This is an optimization exercise on Yosys and OpenROAD, whose aim is small area, a short achievable clock period and few clock cycles per item, not a production implementation.

Design fir_decimator_top, start of the top module:
module fir_decimator_top
(
	input wire logic clk,
	input wire logic resetn,
	input wire logic in_valid,
	input wire fir_pkg::sample_t data_in,
	input wire logic out_credit,
	output logic in_credit,
	output logic out_valid,
	output fir_pkg::sample_t data_out
);
For scale: about 690 cells after synthesis, ~16 I/O pins.
Settings: LEC_CHECK=0, CAP_MARGIN=20, CORE_MARGIN=2, CORE_UTILIZATION=40, SETUP_SLACK_MARGIN=3.9, SLEW_MARGIN=20; clock period 6.5 ns.
run.sh (not shown) runs the stock make flow with config.mk's settings and CLKGATE_MAP_FILE= SYNTH_SCRIPT=/design/flow/synth_recipe.tcl, a recipe that flattens the netlist after the stock synthesis.
Edit:
--- a/flow/design.v
+++ b/flow/design.v
@@ -90,55 +90,48 @@
 		| ({11{selB[4]}} & 11'({5'(m1), 4'd0}));
 	logic [10:0] r41;
 	assign r41 = ({11{selB[1]}} & 11'(5'(~m1)))
 		| ({11{selB[3]}} & 11'(7'(~m3)))
 		| ({11{selB[4]}} & 11'({5'(~m1), 1'd0}));
 	logic [13:0] acc1, a1, s1, c1, n1;
-	logic [3:0] cr1, ca1, nc1;
+	logic [1:0] cr1, ca1, nc1;
 	assign a1 = selA[0] ? acc2 : acc1;
 	assign ca1 = selA[0] ? cr2 : cr1;
 	assign s1 = a1 ^ r10 ^ r11;
 	assign c1 = {(a1[12:0] & r10[12:0]) | (a1[12:0] & r11[12:0]) | (r10[12:0] & r11[12:0]), 1'b0};
-	assign {nc1[0], n1[2:0]} = {1'b0, s1[2:0]} + {1'b0, c1[2:0]};
-	assign {nc1[1], n1[5:3]} = {1'b0, s1[5:3]} + {1'b0, c1[5:3]} + 4'(ca1[0]);
-	assign {nc1[2], n1[8:6]} = {1'b0, s1[8:6]} + {1'b0, c1[8:6]} + 4'(ca1[1]);
-	assign {nc1[3], n1[11:9]} = {1'b0, s1[11:9]} + {1'b0, c1[11:9]} + 4'(ca1[2]);
-	assign n1[13:12] = s1[13:12] + c1[13:12] + 2'(ca1[3]);
+	assign {nc1[0], n1[4:0]} = {1'b0, s1[4:0]} + {1'b0, c1[4:0]};
+	assign {nc1[1], n1[8:5]} = {1'b0, s1[8:5]} + {1'b0, c1[8:5]} + 5'(ca1[0]);
+	assign n1[13:9] = s1[13:9] + c1[13:9] + 5'(ca1[1]);
 	logic [13:0] acc2, a2, s2, c2, n2;
-	logic [3:0] cr2, ca2, nc2;
+	logic [1:0] cr2, ca2, nc2;
 	assign a2 = selA[0] ? acc3 : acc2;
 	assign ca2 = selA[0] ? cr3 : cr2;
 	assign s2 = a2 ^ r20 ^ r21;
 	assign c2 = {(a2[12:0] & r20[12:0]) | (a2[12:0] & r21[12:0]) | (r20[12:0] & r21[12:0]), 1'b0};
-	assign {nc2[0], n2[2:0]} = {1'b0, s2[2:0]} + {1'b0, c2[2:0]};
-	assign {nc2[1], n2[5:3]} = {1'b0, s2[5:3]} + {1'b0, c2[5:3]} + 4'(ca2[0]);
-	assign {nc2[2], n2[8:6]} = {1'b0, s2[8:6]} + {1'b0, c2[8:6]} + 4'(ca2[1]);
-	assign {nc2[3], n2[11:9]} = {1'b0, s2[11:9]} + {1'b0, c2[11:9]} + 4'(ca2[2]);
-	assign n2[13:12] = s2[13:12] + c2[13:12] + 2'(ca2[3]);
+	assign {nc2[0], n2[4:0]} = {1'b0, s2[4:0]} + {1'b0, c2[4:0]};
+	assign {nc2[1], n2[8:5]} = {1'b0, s2[8:5]} + {1'b0, c2[8:5]} + 5'(ca2[0]);
+	assign n2[13:9] = s2[13:9] + c2[13:9] + 5'(ca2[1]);
 	logic [13:0] acc3, a3, s3, c3, n3;
-	logic [3:0] cr3, ca3, nc3;
+	logic [1:0] cr3, ca3, nc3;
 	assign a3 = selB[0] ? 14'(acc4) : acc3;
-	assign ca3 = selB[0] ? 4'(cr4) : cr3;
+	assign ca3 = selB[0] ? 2'(cr4) : cr3;
 	assign s3 = a3 ^ r30 ^ r31;
 	assign c3 = {(a3[12:0] & r30[12:0]) | (a3[12:0] & r31[12:0]) | (r30[12:0] & r31[12:0]), 1'b0};
-	assign {nc3[0], n3[2:0]} = {1'b0, s3[2:0]} + {1'b0, c3[2:0]};
-	assign {nc3[1], n3[5:3]} = {1'b0, s3[5:3]} + {1'b0, c3[5:3]} + 4'(ca3[0]);
-	assign {nc3[2], n3[8:6]} = {1'b0, s3[8:6]} + {1'b0, c3[8:6]} + 4'(ca3[1]);
-	assign {nc3[3], n3[11:9]} = {1'b0, s3[11:9]} + {1'b0, c3[11:9]} + 4'(ca3[2]);
-	assign n3[13:12] = s3[13:12] + c3[13:12] + 2'(ca3[3]);
+	assign {nc3[0], n3[4:0]} = {1'b0, s3[4:0]} + {1'b0, c3[4:0]};
+	assign {nc3[1], n3[8:5]} = {1'b0, s3[8:5]} + {1'b0, c3[8:5]} + 5'(ca3[0]);
+	assign n3[13:9] = s3[13:9] + c3[13:9] + 5'(ca3[1]);
 	logic [10:0] acc4, a4, s4, c4, n4;
-	logic [2:0] cr4, ca4, nc4;
+	logic [1:0] cr4, ca4, nc4;
 	assign a4 = selB[0] ? 11'd366 : acc4;
-	assign ca4 = selB[0] ? 3'd0 : cr4;
+	assign ca4 = selB[0] ? 2'd0 : cr4;
 	assign s4 = a4 ^ r40 ^ r41;
 	assign c4 = {(a4[9:0] & r40[9:0]) | (a4[9:0] & r41[9:0]) | (r40[9:0] & r41[9:0]), 1'b0};
-	assign {nc4[0], n4[2:0]} = {1'b0, s4[2:0]} + {1'b0, c4[2:0]};
-	assign {nc4[1], n4[5:3]} = {1'b0, s4[5:3]} + {1'b0, c4[5:3]} + 4'(ca4[0]);
-	assign {nc4[2], n4[8:6]} = {1'b0, s4[8:6]} + {1'b0, c4[8:6]} + 4'(ca4[1]);
-	assign n4[10:9] = s4[10:9] + c4[10:9] + 2'(ca4[2]);
-	assign res_nx = 5'((acc1 + (14'(cr1[0]) << 3) + (14'(cr1[1]) << 6) + (14'(cr1[2]) << 9) + (14'(cr1[3]) << 12)) >> 9) + 5'd3;
+	assign {nc4[0], n4[4:0]} = {1'b0, s4[4:0]} + {1'b0, c4[4:0]};
+	assign {nc4[1], n4[8:5]} = {1'b0, s4[8:5]} + {1'b0, c4[8:5]} + 5'(ca4[0]);
+	assign n4[10:9] = s4[10:9] + c4[10:9] + 2'(ca4[1]);
+	assign res_nx = 5'((acc1 + (14'(cr1[0]) << 5) + (14'(cr1[1]) << 9)) >> 9) + 5'd3;
 	always_ff @(posedge clk)
 	begin
 		acc1 <= n1;
 		cr1 <= nc1;
 	end
 	always_ff @(posedge clk, negedge resetn)
What happened:
- The new run finished with timing, DRC and antenna clean
- cell area is about the same
- critical path depth fell by 5
- area after synthesis shrinks by 2.3%
- global-route usage stays flat
- clock skew increases by 0.0046 ns
- synthesized cell count is lower by 0.86%
- register-to-register slack gets better by 0.03 ns
- sequential share of layout area decreases by 1.8 points
- worst setup slack gets better by 0.027 ns
- hold slack got worse by 0.015 ns
- core utilization came out higher by 0.77 points
No functional check of the RTL was part of any run of this note.

## re-timing with driven ports
The flow's constraints put no driver on any port. The routed layouts listed below were extracted and timed again, unchanged, in two steps. Step 1 sets driving cells, clkbuf_16 on the clock port and buf_2 on the other inputs (assumed; they add their load-dependent delay and slew). Step 2 also shifts input and output timing later by t, the mid clock arrival at the registers, as if the neighbouring blocks saw the same clock. Three values: ideal ports, drivers, drivers and shift; two values: the first two.
run | shift t [ns] | setup WS [ns] | worst setup path after step 2 | pins driven straight from the clock port
the first run | 0.465 | 3.853 / 3.853 / 3.522 | input to register | 1
the second run | 0.464 | 3.880 / 3.880 / 3.607 | input to register | 1
After both steps every run listed still meets setup and hold. For the first run, which loses most, drivers alone change the setup slack by 0.000 ns; drivers and shift together by -0.331 ns.
